This is an optimization exercise on Yosys and OpenROAD, whose aim is small area, not a production implementation.
Where RTL was checked, it was by simulation tests only, not by an equivalence proof against the original.
Power and IR drop assume default switching activity.

==> 04-12 <==
==> flow/design.v (excerpt) <==
module pieo_hier_sched (
    input  logic                  clk,
    input  logic                  rst,
    input  logic [9-1:0] fifo_tvalid,
    input  logic [9-1:0] fifo_tlast,
    output logic [4-1:0] sel_out,
    output logic                  en_out
);
    localparam logic [2:0] IDLE      = 3'd0;
    localparam logic [2:0] IDLE_REL  = 3'd1;
    localparam logic [2:0] PORT_REQ  = 3'd2;
    localparam logic [2:0] PORT_HIT  = 3'd3;    
    localparam logic [2:0] PORT_MISS = 3'd4;    
    localparam logic [2:0] FIFO_REQ  = 3'd5;
    localparam logic [2:0] FIFO_WAIT = 3'd6;
    localparam logic [2:0] SEND      = 3'd7;
    logic [2:0] state;
    logic [8:0] enq1;        
    logic [3:0] rr1;         
    logic [2:0] enq2;        
    logic       b01, b02, b12;
    logic [1:0] gl;          
    logic       tl_prev;     
    logic [8:0] pend1;
    logic [3:0] cand1;
    logic       found1;
    assign pend1 = fifo_tvalid & ~enq1;
    function automatic logic [8:0] lowest9(input logic [8:0] v);
        logic [8:0] r;
        r = '0;
  ...
==> module pieo_hier_sched, before the edit <==
module pieo_hier_sched (
    input  logic                  clk,
    input  logic                  rst,
    input  logic [9-1:0] fifo_tvalid,
    input  logic [9-1:0] fifo_tlast,
    output logic [4-1:0] sel_out,
    output logic                  en_out
);
    localparam logic [2:0] IDLE      = 3'd0;
    localparam logic [2:0] IDLE_REL  = 3'd1;
    localparam logic [2:0] PORT_REQ  = 3'd2;
    localparam logic [2:0] PORT_HIT  = 3'd3;    
    localparam logic [2:0] PORT_MISS = 3'd4;    
    localparam logic [2:0] FIFO_REQ  = 3'd5;
    localparam logic [2:0] FIFO_WAIT = 3'd6;
    localparam logic [2:0] SEND      = 3'd7;
    logic [2:0] state;
    logic [8:0] enq1;        
    logic [3:0] rr1;         
    logic [2:0] enq2;        
    logic       b01, b02, b12;
    logic [1:0] gl;          
    logic       tl_prev;     
    logic [8:0] pend1;
    logic [3:0] cand1;
    logic       found1;
    assign pend1 = fifo_tvalid & ~enq1;
    function automatic logic [8:0] lowest9(input logic [8:0] v);
        logic [8:0] r;
        r = '0;
        for (int i = 8; i >= 0; i--) begin
            if (v[i]) r = 9'd1 << i;
        end
        lowest9 = r;
    endfunction
    function automatic logic [3:0] enc9(input logic [8:0] v);
        logic [3:0] r;
        r = '0;
        for (int i = 0; i < 9; i++) begin
            if (v[i]) r = r | 4'(i);
        end
        enc9 = r;
    endfunction
    logic [8:0] above1, hi1, oh1;
    for (genvar i = 0; i < 9; i++) begin : g_above1
        assign above1[i] = (rr1 < 4'(i));
    end
    assign hi1    = pend1 & above1;
    assign oh1    = lowest9((|hi1) ? hi1 : pend1);
    assign cand1  = enc9(oh1);
    assign found1 = |pend1;
    logic [2:0] pv;
    logic [2:0] pend2;
    logic [1:0] rr2;
    logic [1:0] cand2;
    logic       found2;
    assign pv[0] = |enq1[2:0];
    assign pv[1] = |enq1[5:3];
    assign pv[2] = |enq1[8:6];
    assign pend2 = pv & ~enq2;
    assign rr2 = (b02 & b12) ? 2'd2 : (b01 & ~b12) ? 2'd1 : 2'd0;
    assign cand2 = (rr2 == 2'd0) ? (pend2[1] ? 2'd1 : pend2[2] ? 2'd2 : 2'd0)
                 : (rr2 == 2'd1) ? (pend2[2] ? 2'd2 : pend2[0] ? 2'd0 : 2'd1)
                 :                 (pend2[0] ? 2'd0 : pend2[1] ? 2'd1 : 2'd2);
    assign found2 = |pend2;
    logic [2:0] gp;          
    assign gp[0] = enq2[0] & (~enq2[1] |  b01) & (~enq2[2] |  b02);
    assign gp[1] = enq2[1] & (~enq2[0] | ~b01) & (~enq2[2] |  b12);
    assign gp[2] = enq2[2] & (~enq2[0] | ~b02) & (~enq2[1] | ~b12);
    logic [2:0] rel2;
    logic [8:0] rel1;
    logic rel_now;
    logic [2:0] gl_oh;
    assign rel_now = (state == IDLE_REL);
    assign gl_oh   = {gl == 2'd2, gl == 2'd1, gl == 2'd0};
    assign rel2    = {3{rel_now}} & gp;
    assign rel1    = {{3{rel2[2]}} & gl_oh, {3{rel2[1]}} & gl_oh, {3{rel2[0]}} & gl_oh};
    logic [2:0] grp;
    logic [2:0] tl_grp;
    assign grp    = ({3{gp[0]}} & enq1[2:0]) | ({3{gp[1]}} & enq1[5:3])
                  | ({3{gp[2]}} & enq1[8:6]);
    assign tl_grp = ({3{gp[0]}} & fifo_tlast[2:0]) | ({3{gp[1]}} & fifo_tlast[5:3])
                  | ({3{gp[2]}} & fifo_tlast[8:6]);
    logic tl_cur;
    logic pkt_end;
    assign tl_cur  = (gl == 2'd0) ? tl_grp[0] : (gl == 2'd1) ? tl_grp[1] : tl_grp[2];
    assign pkt_end = tl_cur & ~tl_prev;
    assign sel_out = (gp[2] ? 4'd6 : gp[1] ? 4'd3 : 4'd0) + 4'(gl);
    always_ff @(posedge clk) begin
        tl_prev <= tl_cur;
        if (state == FIFO_REQ) begin
            gl <= grp[0] ? 2'd0 : grp[1] ? 2'd1 : grp[2] ? 2'd2 : 2'd3;
        end
    end
    always_ff @(posedge clk) begin
        if (rst) begin
            state <= IDLE;
            enq1  <= '0;
            enq2  <= '0;
            rr1   <= 4'd8;
            b01   <= 1'b1;
            b02   <= 1'b1;
            b12   <= 1'b1;
        end else begin
            enq1 <= (enq1 & ~rel1) | oh1;
            enq2 <= (enq2 & ~rel2) | (found2 ? (3'd1 << cand2) : 3'd0);
            if (found1) rr1 <= cand1;
            if (found2) begin
                case (cand2)
                    2'd0:    begin b01 <= 1'b0; b02 <= 1'b0; end
                    2'd1:    begin b01 <= 1'b1; b12 <= 1'b0; end
                    default: begin b02 <= 1'b1; b12 <= 1'b1; end
                endcase
            end
            case (state)
                IDLE:      state <= PORT_REQ;
                IDLE_REL:  state <= PORT_REQ;
                PORT_REQ:  state <= (|enq2) ? PORT_HIT : PORT_MISS;
                PORT_HIT:  state <= FIFO_REQ;
                PORT_MISS: state <= IDLE;
                FIFO_REQ:  state <= FIFO_WAIT;
                FIFO_WAIT: state <= (gl != 2'd3) ? SEND : IDLE_REL;
                SEND:      if (pkt_end) state <= IDLE_REL;
                default:   state <= IDLE;
            endcase
        end
    end
    assign en_out = (state == SEND);
endmodule
clock: 12.0 ns
lec_check: 0
cap_margin: 20
core_margin: 2
core_utilization: 40
slew_margin: 20
buffer_ports_args: -buffer_cell sky130_fd_sc_hd__buf_1
cts_args: -sink_clustering_enable -repair_clock_nets -dont_use_dummy_load -root_buf sky130_fd_sc_hd__clkbuf_8 -buf_list sky130_fd_sc_hd__clkbuf_8 -sink_clustering_size 30 -sink_clustering_max_diameter 300
standard.sh (not shown) runs the stock make flow with config.mk's settings and CLKGATE_MAP_FILE= SYNTH_SCRIPT=/design/flow/synth_recipe.tcl, a recipe that flattens the netlist after the stock synthesis.
==> flow/flow/run.sh <==
#!/bin/bash
# ORFS layout through the standard.sh, with:
# - synthesis as standard.sh's, but technology mapping with flow/abc.script
# - port buffers of the smallest buffer cell
# - a clock tree of few buffers and no dummy loads
set -euo pipefail
HERE=$(pwd)
export FLOW_ABC_SCRIPT=$HERE/flow/abc.script
{ head -n 1 synth_recipe.tcl; cat flow/abc_proc.tcl; tail -n +2 synth_recipe.tcl; } > my_synth.tcl
cat flow/extra.mk >> config.mk
bash standard.sh SYNTH_SCRIPT=$HERE/my_synth.tcl finish > standard.log 2>&1
==> flow/flow/abc.script <==
strash
&get -n
&deepsyn -I 4 -J 50
&put
dch -f
amap
topo
==> flow/flow/abc_proc.tcl <==
# use flow/abc.script for the technology mapping instead of ORFS's script
proc abc {args} {
  set i [lsearch -exact $args -script]
  if { $i >= 0 } {
    set args [lreplace $args $i [expr { $i + 1 }]]
  }
  yosys abc -script $::env(FLOW_ABC_SCRIPT) {*}$args
}
==> flow/flow/extra.mk <==
export BUFFER_PORTS_ARGS = -buffer_cell sky130_fd_sc_hd__buf_1
export CTS_ARGS = -sink_clustering_enable -repair_clock_nets -dont_use_dummy_load -root_buf sky130_fd_sc_hd__clkbuf_8 -buf_list sky130_fd_sc_hd__clkbuf_8 -sink_clustering_size 30 -sink_clustering_max_diameter 300
==> inputs of 10-17, as changes to 04-12 <==
==> flow/design.v (replaced) <==
`timescale 1ns/100ps
module pieo_hier_sched (
    input  logic                  clk,
    input  logic                  rst,
    input  logic [9-1:0] fifo_tvalid,
    input  logic [9-1:0] fifo_tlast,
    output logic [4-1:0] sel_out,
    output logic                  en_out
);
    localparam logic [2:0] IDLE      = 3'd0;
    localparam logic [2:0] PORT_REQ  = 3'd1;
    localparam logic [2:0] PORT_WAIT = 3'd2;
    localparam logic [2:0] FIFO_REQ  = 3'd3;
    localparam logic [2:0] FIFO_WAIT = 3'd4;
    localparam logic [2:0] SEND      = 3'd5;
    logic [2:0] state;
    logic [8:0] enq1;        
    logic [3:0] rr1;         
    logic [2:0] enq2;        
    logic       b01, b02, b12;
    logic [1:0] rr2;
    logic [1:0] gp;          
    logic [1:0] gl;          
    logic       tl_prev;     
    logic [8:0] pend1;
    logic [3:0] cand1;
    logic       found1;
    assign pend1 = fifo_tvalid & ~enq1;
    logic [8:0] above1, hi1, oh1;
    always_comb begin : rr1_search
        for (int i = 0; i < 9; i++) above1[i] = (rr1 < 4'(i));
        hi1 = pend1 & above1;
        oh1 = '0;
        for (int i = 8; i >= 0; i--) begin
            if (hi1 != '0) begin
                if (hi1[i]) oh1 = 9'(1) << i;
            end else begin
                if (pend1[i]) oh1 = 9'(1) << i;
            end
        end
        cand1 = '0;
        for (int i = 0; i < 9; i++) if (oh1[i]) cand1 = cand1 | 4'(i);
        found1 = |pend1;
    end
    logic [2:0] pv;
    logic [2:0] pend2;
    logic [1:0] cand2;
    logic       found2;
    assign pv[0] = |enq1[2:0];
    assign pv[1] = |enq1[5:3];
    assign pv[2] = |enq1[8:6];
    assign pend2 = pv & ~enq2;
    always_comb begin : rr2_last
        if (b02 & b12)       rr2 = 2'd2;
        else if (b01 & ~b12) rr2 = 2'd1;
        else                 rr2 = 2'd0;
    end
    always_comb begin : rr2_search
        case (rr2)
            2'd0:    cand2 = pend2[1] ? 2'd1 : pend2[2] ? 2'd2 : 2'd0;
            2'd1:    cand2 = pend2[2] ? 2'd2 : pend2[0] ? 2'd0 : 2'd1;
            default: cand2 = pend2[0] ? 2'd0 : pend2[1] ? 2'd1 : 2'd2;
        endcase
        found2 = |pend2;
    end
    logic [2:0] rel2;
    logic [8:0] rel1;
    always_comb begin : release_dec
        rel2 = '0;
        rel1 = '0;
        if (state == IDLE) begin
            for (int p = 0; p < 3; p++) begin
                if (gp == 2'(p)) begin
                    rel2[p] = 1'b1;
                    for (int l = 0; l < 3; l++) begin
                        if (gl == 2'(l)) rel1[3*p+l] = 1'b1;
                    end
                end
            end
        end
    end
    logic h0, h1, h2;
    assign h0 = enq2[0] & (~enq2[1] |  b01) & (~enq2[2] |  b02);
    assign h1 = enq2[1] & (~enq2[0] | ~b01) & (~enq2[2] |  b12);
    assign h2 = enq2[2] & (~enq2[0] | ~b02) & (~enq2[1] | ~b12);
    logic [2:0] grp;
    always_comb begin
        case (gp)
            2'd0:    grp = enq1[2:0];
            2'd1:    grp = enq1[5:3];
            default: grp = enq1[8:6];
        endcase
    end
    logic [3:0] gid;
    logic       tl_cur;
    logic       pkt_end;
    always_comb begin
        case ({gp, gl})
            4'b00_00: gid = 4'd0;
            4'b00_01: gid = 4'd1;
            4'b00_10: gid = 4'd2;
            4'b01_00: gid = 4'd3;
            4'b01_01: gid = 4'd4;
            4'b01_10: gid = 4'd5;
            4'b10_00: gid = 4'd6;
            4'b10_01: gid = 4'd7;
            4'b10_10: gid = 4'd8;
            default:  gid = 4'd0;
        endcase
    end
    logic [2:0] tl_grp;
    always_comb begin
        case (gp)
            2'd0:    tl_grp = fifo_tlast[2:0];
            2'd1:    tl_grp = fifo_tlast[5:3];
            default: tl_grp = fifo_tlast[8:6];
        endcase
        case (gl)
            2'd0:    tl_cur = tl_grp[0];
            2'd1:    tl_cur = tl_grp[1];
            default: tl_cur = tl_grp[2];
        endcase
    end
    assign pkt_end = tl_cur & ~tl_prev;
    always_ff @(posedge clk) begin
        tl_prev <= tl_cur;
        if (state == PORT_REQ) begin
            gp <= h0 ? 2'd0 : h1 ? 2'd1 : h2 ? 2'd2 : 2'd3;
        end
        if (state == FIFO_REQ) begin
            gl <= grp[0] ? 2'd0 : grp[1] ? 2'd1 : grp[2] ? 2'd2 : 2'd3;
        end
    end
    always_ff @(posedge clk) begin
        if (rst) begin
            state <= IDLE;
            enq1  <= '0;
            enq2  <= '0;
            rr1   <= 4'd8;
            b01   <= 1'b1;
            b02   <= 1'b1;
            b12   <= 1'b1;
        end else begin
            enq1 <= (enq1 & ~rel1) | oh1;
            enq2 <= (enq2 & ~rel2) | (found2 ? (3'd1 << cand2) : 3'd0);
            if (found1) rr1 <= cand1;
            if (found2) begin
                case (cand2)
                    2'd0:    begin b01 <= 1'b0; b02 <= 1'b0; end
                    2'd1:    begin b01 <= 1'b1; b12 <= 1'b0; end
                    default: begin b02 <= 1'b1; b12 <= 1'b1; end
                endcase
            end
            case (state)
                IDLE:      state <= PORT_REQ;
                PORT_REQ:  state <= PORT_WAIT;
                PORT_WAIT: state <= (gp != 2'd3) ? FIFO_REQ : IDLE;
                FIFO_REQ:  state <= FIFO_WAIT;
                FIFO_WAIT: state <= (gl != 2'd3) ? SEND : IDLE;
                SEND:      if (pkt_end) state <= IDLE;
                default:   state <= IDLE;
            endcase
        end
    end
    assign en_out  = (state == SEND);
    assign sel_out = gid;
endmodule
==> summary of the runs <==
Of 04-12 and 10-17, 10-17 has the higher total power (gap 19%, measured against 10-17). Of 10-17 and 04-12, 10-17 has the higher die area (gap about 9%, measured against 04-12). In 04-12 the maximum frequency is smaller than in 10-17, by 7.5%. Against 04-12, the combinational power of 10-17 is higher by about 40%. In 04-12 the synthesized cell count is lower than in 10-17, by about 3.7%. Of 04-12 and 10-17, 10-17 has the higher sequential power (gap 15%, measured against 10-17). In 10-17 the cell count is higher than in 04-12, by about 3.6%. Between 04-12 and 10-17, the lower synthesized area is in 04-12 (gap 8.7%, measured against 10-17).
For 10-17, only the layout was checked, not whether the RTL still works.

re-timing with driven ports:
How much do the figures lean on ideal ports? The routed layouts below were timed once more, with nothing changed but the port constraints. Step 1, drivers: a clkbuf_16 drives clk and a buf_2 each remaining input, both assumed. Step 2 moves the port delays by t, midway between the first and last clock arrival at a register: inputs arrive t later, outputs are due t later. That takes back most of the time a late clock gives input paths. Three values: ideal ports, drivers, drivers and shift; two values: the first two.
| run | shift t [ns] | setup slack, ns | hold slack, ns |
|---|---|---|---|
| 04-12 | 0.287 | 6.726 / 6.727 / 6.440 | 0.488 / 0.488 / 0.488 |
| 10-17 | 0.292 | 7.121 / 7.123 / 6.831 | 0.505 / 0.505 / 0.505 |
After both steps setup and hold are still met in every run listed. The setup slack of 10-17, which loses most, moves by +0.002 ns with the drivers and by -0.290 ns with both steps.
